Background: an optimization exercise with open tools, aiming at small area. Do not read the settings as production practice.
Only simulation tests tie the RTL to the original design; equivalence was not proved.
Power is estimated from default activity; no workload was simulated.

==> run C: inputs <==
==> flow/design.v <==
`default_nettype none
package csr_pkg;
  localparam int unsigned XLEN              = 32;
  localparam int unsigned NUM_PERF_COUNTERS = 9;
  localparam logic [1:0] MXL_RV32         = 2'd1;   
  localparam int unsigned MSTATUS_MIE_BIT  = 3;
  localparam int unsigned MSTATUS_MPIE_BIT = 7;
  localparam logic [1:0] PRIV_LVL_M       = 2'd3;   
  localparam logic [1:0] PCMR_RESET       = 2'd3;   
  localparam logic [6:0] PCCR_BASE_UPPER = 7'b0111100;
  typedef enum logic [1:0] {
    CSR_OP_NONE  = 2'd0,
    CSR_OP_WRITE = 2'd1,
    CSR_OP_SET   = 2'd2,
    CSR_OP_CLEAR = 2'd3
  } csr_op_e;
  typedef enum logic [11:0] {
    CSR_MSTATUS = 12'h300,
    CSR_MISA    = 12'h301,
    CSR_MTVEC   = 12'h305,
    CSR_MEPC    = 12'h341,
    CSR_MCAUSE  = 12'h342,
    CSR_PCCR31  = 12'h79F,   
    CSR_PCER    = 12'h7A0,
    CSR_PCMR    = 12'h7A1,
    CSR_MHARTID = 12'hF14
  } csr_num_e;
  typedef enum int unsigned {
    EV_CYCLE        = 0,
    EV_INSTR        = 1,
    EV_IMISS        = 2,
    EV_LOAD         = 3,
    EV_STORE        = 4,
    EV_JUMP         = 5,
    EV_BRANCH       = 6,
    EV_BRANCH_TAKEN = 7,
    EV_COMPRESSED   = 8
  } perf_event_e;
endpackage
`default_nettype wire
`timescale 1ns/1ns
`default_nettype none
import csr_pkg::*;
module csr_unit_top #(
  parameter bit RV32E = 1'b0,
  parameter bit RV32M = 1'b1
) (
  input  logic            clk_i,
  input  logic            rst_ni,
  input  logic [csr_pkg::XLEN-1:0] boot_addr_i,
  input  logic [3:0]      core_id_i,
  input  logic [5:0]      cluster_id_i,
  input  logic            csr_access_i,
  input  logic [11:0]             csr_addr_i,
  input  logic [csr_pkg::XLEN-1:0] csr_wdata_i,
  input  logic [1:0]              csr_op_i,
  output logic [csr_pkg::XLEN-1:0] csr_rdata_o,
  input  logic [csr_pkg::XLEN-1:0] pc_if_i,
  input  logic [csr_pkg::XLEN-1:0] pc_id_i,
  input  logic            csr_save_if_i,
  input  logic            csr_save_id_i,
  input  logic            csr_save_cause_i,
  input  logic [5:0]      csr_cause_i,
  input  logic            csr_restore_mret_i,
  output logic            m_irq_enable_o,
  output logic [csr_pkg::XLEN-1:0] mepc_o,
  input  logic            if_valid_i,
  input  logic            id_valid_i,
  input  logic            is_compressed_i,
  input  logic            is_decoding_i,
  input  logic            imiss_i,
  input  logic            pc_set_i,
  input  logic            jump_i,
  input  logic            branch_i,
  input  logic            branch_taken_i,
  input  logic            mem_load_i,
  input  logic            mem_store_i
);
  localparam int unsigned NC = NUM_PERF_COUNTERS;
  localparam logic [XLEN-1:0] MISA_VALUE =
      (XLEN'(1)     <<  2)
    | (XLEN'(RV32E) <<  4)
    | (XLEN'(1)     <<  8)
    | (XLEN'(RV32M) << 12)
    | (XLEN'(MXL_RV32) << 30);
  logic            mie_q, mpie_q;
  logic [XLEN-1:0] mepc_q;
  logic [5:0]      mcause_q;
  logic [NC-1:0]   pcer_q;
  logic [1:0]      pcmr_q;
  logic [NC-1:0]   pend_q;                
  logic [NC-1:0][XLEN-1:0] cnt_q;
  logic [11:0] a;
  assign a = csr_addr_i;
  logic sel_mstatus, sel_misa, sel_mtvec, sel_mepc, sel_mcause, sel_mhartid;
  logic sel_pcer, sel_pcmr, sel_all, in_pccr;
  logic [NC-1:0] sel_cnt;
  assign sel_mstatus = (a == CSR_MSTATUS);
  assign sel_misa    = (a == CSR_MISA);
  assign sel_mtvec   = (a == CSR_MTVEC);
  assign sel_mepc    = (a == CSR_MEPC);
  assign sel_mcause  = (a == CSR_MCAUSE);
  assign sel_mhartid = (a == CSR_MHARTID);
  assign sel_pcer    = (a == CSR_PCER);
  assign sel_pcmr    = (a == CSR_PCMR);
  assign sel_all     = (a == CSR_PCCR31);
  assign in_pccr     = (a[11:5] == PCCR_BASE_UPPER);
  always_comb begin
    for (int c = 0; c < NC; c++) sel_cnt[c] = in_pccr && (a[4:0] == 5'(c));
  end
  always_comb begin
    csr_rdata_o = '0;
    if (sel_mstatus) begin
      csr_rdata_o[12:11]            = PRIV_LVL_M;
      csr_rdata_o[MSTATUS_MPIE_BIT] = mpie_q;
      csr_rdata_o[MSTATUS_MIE_BIT]  = mie_q;
    end
    csr_rdata_o = csr_rdata_o
                | ({XLEN{sel_misa}}    & MISA_VALUE)
                | ({XLEN{sel_mtvec}}   & boot_addr_i)
                | ({XLEN{sel_mepc}}    & mepc_q)
                | ({XLEN{sel_mcause}}  & {mcause_q[5], 26'b0, mcause_q[4:0]})
                | ({XLEN{sel_mhartid}} & {21'b0, cluster_id_i, 1'b0, core_id_i})
                | ({XLEN{sel_pcer}}    & XLEN'(pcer_q))
                | ({XLEN{sel_pcmr}}    & XLEN'(pcmr_q));
    for (int c = 0; c < NC; c++) csr_rdata_o = csr_rdata_o | ({XLEN{sel_cnt[c]}} & cnt_q[c]);
  end
  logic            we;
  logic [XLEN-1:0] wdata;
  assign we = csr_access_i & (csr_op_i != CSR_OP_NONE);
  always_comb begin
    unique case (csr_op_i)
      CSR_OP_SET:   wdata = csr_wdata_i | csr_rdata_o;
      CSR_OP_CLEAR: wdata = ~csr_wdata_i & csr_rdata_o;
      default:      wdata = csr_wdata_i;
    endcase
  end
  logic            mie_n, mpie_n;
  logic [XLEN-1:0] mepc_n;
  logic [5:0]      mcause_n;
  always_comb begin
    mie_n    = mie_q;
    mpie_n   = mpie_q;
    mepc_n   = mepc_q;
    mcause_n = mcause_q;
    if (we && sel_mstatus) begin
      mie_n  = wdata[MSTATUS_MIE_BIT];
      mpie_n = wdata[MSTATUS_MPIE_BIT];
    end
    if (we && sel_mepc)   mepc_n   = wdata;
    if (we && sel_mcause) mcause_n = {wdata[XLEN-1], wdata[4:0]};
    if (csr_save_cause_i) begin
      mepc_n   = (csr_save_if_i && !csr_save_id_i) ? pc_if_i : pc_id_i;
      mcause_n = csr_cause_i;
      mpie_n   = mie_q;
      mie_n    = 1'b0;
    end else if (csr_restore_mret_i) begin
      mie_n  = mpie_q;
      mpie_n = 1'b1;
    end
  end
  assign m_irq_enable_o = mie_q;
  assign mepc_o         = mepc_q;
  logic [NC-1:0] ev;
  assign ev[EV_CYCLE]        = 1'b1;
  assign ev[EV_INSTR]        = if_valid_i;
  assign ev[EV_IMISS]        = imiss_i & ~pc_set_i;
  assign ev[EV_LOAD]         = mem_load_i;
  assign ev[EV_STORE]        = mem_store_i;
  assign ev[EV_JUMP]         = jump_i;
  assign ev[EV_BRANCH]       = branch_i;
  assign ev[EV_BRANCH_TAKEN] = branch_taken_i;
  assign ev[EV_COMPRESSED]   = id_valid_i & is_decoding_i & is_compressed_i;
  logic [NC-1:0][XLEN-1:0] cnt_n;
  for (genvar c = 0; c < NC; c++) begin : g_cnt
    logic [XLEN:0]   cy;    
    logic [XLEN-1:0] inc;
    logic wr, blk;
    assign cy[0] = pend_q[c];
    assign wr    = we && (sel_cnt[c] || sel_all);
    assign blk   = pcmr_q[1] & cy[XLEN] & ~wr;
    for (genvar b = 0; b < XLEN; b++) begin : g_bit
      assign inc[b]  = cnt_q[c][b] ^ cy[b];
      assign cy[b+1] = cnt_q[c][b] & cy[b];
    end
    assign cnt_n[c] = (wr ? wdata : inc) | {XLEN{blk}};
  end
  always_ff @(posedge clk_i or negedge rst_ni) begin
    if (!rst_ni) begin
      mie_q    <= 1'b0;
      mpie_q   <= 1'b0;
      mepc_q   <= '0;
      mcause_q <= '0;
      pcer_q   <= '0;
      pcmr_q   <= PCMR_RESET;
      pend_q   <= '0;
      cnt_q    <= '0;
    end else begin
      mie_q    <= mie_n;
      mpie_q   <= mpie_n;
      mepc_q   <= mepc_n;
      mcause_q <= mcause_n;
      if (we && sel_pcer) pcer_q <= wdata[NC-1:0];
      if (we && sel_pcmr) pcmr_q <= wdata[1:0];
      pend_q   <= ev & pcer_q & {NC{pcmr_q[0]}};
      cnt_q    <= cnt_n;
    end
  end
endmodule
`default_nettype wire
==> flow/flow/run.sh <==
#!/bin/bash
# The standard ORFS layout (standard.sh) with three changes:
#  - synthesis maps with an area-oriented ABC script (flow/my_synth.tcl),
#  - port buffers are buf_1 instead of the default clkdlybuf4s50_1,
#  - CTS uses larger sink clusters and no dummy loads.
set -euo pipefail
export FLOW_WORK=$PWD
export BUFFER_PORTS_ARGS="-buffer_cell sky130_fd_sc_hd__buf_1"
export CTS_ARGS="-sink_clustering_enable -repair_clock_nets -buf_list sky130_fd_sc_hd__clkbuf_16 -sink_clustering_size 24 -sink_clustering_max_diameter 70 -dont_use_dummy_load"
bash standard.sh SYNTH_SCRIPT=$PWD/flow/my_synth.tcl finish > standard.log 2>&1
==> flow/flow/abc_area.script <==
strash
balance
rewrite
refactor
balance
rewrite
rewrite -z
balance
refactor -z
rewrite -z
balance
dc2
&get -n
&dch -f
&nf -a -p -F 8 -A 8 -C 32 -R 1000
&put
==> flow/flow/my_synth.tcl <==
# The standard synthesis (synth_recipe.tcl in the work folder), with one
# change: the final ABC technology mapping uses flow/abc_area.script, an
# area-oriented script, instead of ORFS's speed script. Registers are mapped
# by dfflibmap before ABC runs, so they are the standard synthesis's.
proc abc {args} {
  set i [lsearch $args -script]
  if {$i >= 0} { lset args [expr {$i + 1}] $::env(FLOW_WORK)/flow/abc_area.script }
  yosys abc {*}$args
}
source $::env(FLOW_WORK)/synth_recipe.tcl
==> flow/standard.sh <==
#!/bin/bash
# synth_recipe.tcl (not shown) runs the flow's synth.tcl, then flattens the netlist and writes it again
# the make line also repeats each setting of config.mk as NAME=value (left out here)
make -C /OpenROAD-flow-scripts/flow DESIGN_CONFIG=/design/flow/config.mk WORK_HOME=/design/flow/orfs CLKGATE_MAP_FILE= SYNTH_SCRIPT=/design/flow/synth_recipe.tcl "${@:-finish}"
==> flow/config.mk <==
export PLATFORM = sky130hd
export DESIGN_NAME = csr_unit_top
export DESIGN_NICKNAME = csr_unit_top
export VERILOG_FILES = /design/flow/design.v
export SDC_FILE = /design/flow/constraint.sdc
export NUM_CORES = 4
export LEC_CHECK = 0
export CAP_MARGIN = 5
export CORE_MARGIN = 2
export CORE_UTILIZATION = 65
export PLACE_DENSITY = 0.75
export SLEW_MARGIN = 5
==> flow/constraint.sdc <==
create_clock -name core_clock -period 10.0 [get_ports {clk_i}]
set_input_delay 2.0000 -clock core_clock [delete_from_list [all_inputs] [get_ports {clk_i}]]
set_output_delay 2.0000 -clock core_clock [all_outputs]
set_load 0.01 [all_outputs]
==> inputs of run A, as changes to run C <==
--- a/flow/flow/run.sh
+++ b/flow/flow/run.sh
@@ -7,4 +7,4 @@
 export FLOW_WORK=$PWD
 export BUFFER_PORTS_ARGS="-buffer_cell sky130_fd_sc_hd__buf_1"
-export CTS_ARGS="-sink_clustering_enable -repair_clock_nets -buf_list sky130_fd_sc_hd__clkbuf_16 -sink_clustering_size 24 -sink_clustering_max_diameter 70 -dont_use_dummy_load"
+export CTS_ARGS="-sink_clustering_enable -repair_clock_nets -buf_list sky130_fd_sc_hd__clkbuf_8 -sink_clustering_size 14 -sink_clustering_max_diameter 50 -dont_use_dummy_load"
 bash standard.sh SYNTH_SCRIPT=$PWD/flow/my_synth.tcl finish > standard.log 2>&1
==> flow/flow/abc_area.script (replaced) <==
strash
balance
rewrite
refactor
balance
rewrite
rewrite -z
balance
refactor -z
rewrite -z
balance
dc2
&get -n
&dch -f
&nf -a -R 1000
&put
--- a/flow/config.mk
+++ b/flow/config.mk
@@ -6,7 +6,6 @@
 export NUM_CORES = 4
 export LEC_CHECK = 0
-export CAP_MARGIN = 5
+export CAP_MARGIN = 20
 export CORE_MARGIN = 2
-export CORE_UTILIZATION = 65
-export PLACE_DENSITY = 0.75
-export SLEW_MARGIN = 5
+export CORE_UTILIZATION = 40
+export SLEW_MARGIN = 20
==> qor summary <==
Run status: run C no timing/DRC/antenna violations; run A no timing/DRC/antenna violations
Fin Hold WS: run C 515 ps; run A 493 ps
Seq area share: run C 41.9%; run A 40.8%
Switch Pwr: run C 0.649 mW; run A 0.682 mW
Sink of the worst hold path: run C mcause_q[4]; run A mcause_q[5]
Area share of fa/ha/maj cells after synthesis: run C 19.6%; run A 19.4%
Wire length of the first global-routing pass: run C 94000 um; run A 104000 um
Share of post-route cells with drive strength above 1: run C 4.42%; run A 6.17%
Total chip power: run C 2.56 mW; run A 2.56 mW
Final weighted congestion in routability-driven placement: run C 0.893; run A 0.872
#MultiIn Comb: run C 1380; run A 1374
Final design utilization: run C 74.7%; run A 46.9%
Via count of the first global-routing pass: run C 16200; run A 16400
Syn nets: run C 2200; run A 2199
Fill cell total of the finished layout: run C 2124; run A 4372
DRC violation total after the first TritonRoute iteration: run C 2347; run A 1714
Vias per Instance: run C 6.92; run A 6.07
Core footprint: run C 27900 sq um; run A 45600 sq um
Non-clock buffer share of cell area: run C 5.85%; run A 6.45%
Top cell type's share of synthesized area: run C 47.0%; run A 46.7%
Worst Path Arrival: run C 8490 ps; run A 8530 ps
Synthesized area divided by synthesized cell count: run C 10.6 sq um; run A 10.7 sq um
FF-to-FF path depth: run C 35; run A 37
Gate power share: run C 7.7%; run A 8.1%
Effective utilization at floorplan: run C 66.2%; run A 40.7%
Post-synthesis compound-gate area fraction: run C 20.5%; run A 21.5%
Global Route met3 Usage: run C 8.63%; run A 5.45%

## re-timing with driven ports
The results above use ideal ports. As a check the final layouts listed here were re-extracted and re-timed, cells and wires unchanged.
Step 1 assumes that a clkbuf_16 drives the clock port and a buf_2 every other input.
Step 2, shift: input delay + t, output delay - t, t = (earliest + latest rising clock arrival at the registers) / 2. This alone moves slack from input paths to output paths.
Slacks: no drivers / after step 1 / after step 2; pairs: no drivers / after step 1.
run | t (ns) | slack for setup (ns) | clock arrival spread, ns
run C | 0.596 | 1.929 / 1.929 / 1.929 | 0.053 / 0.054
run A | 0.653 | 1.889 / 1.889 / 1.889 | 0.054 / 0.053
After both steps setup and hold are still met in every run listed.
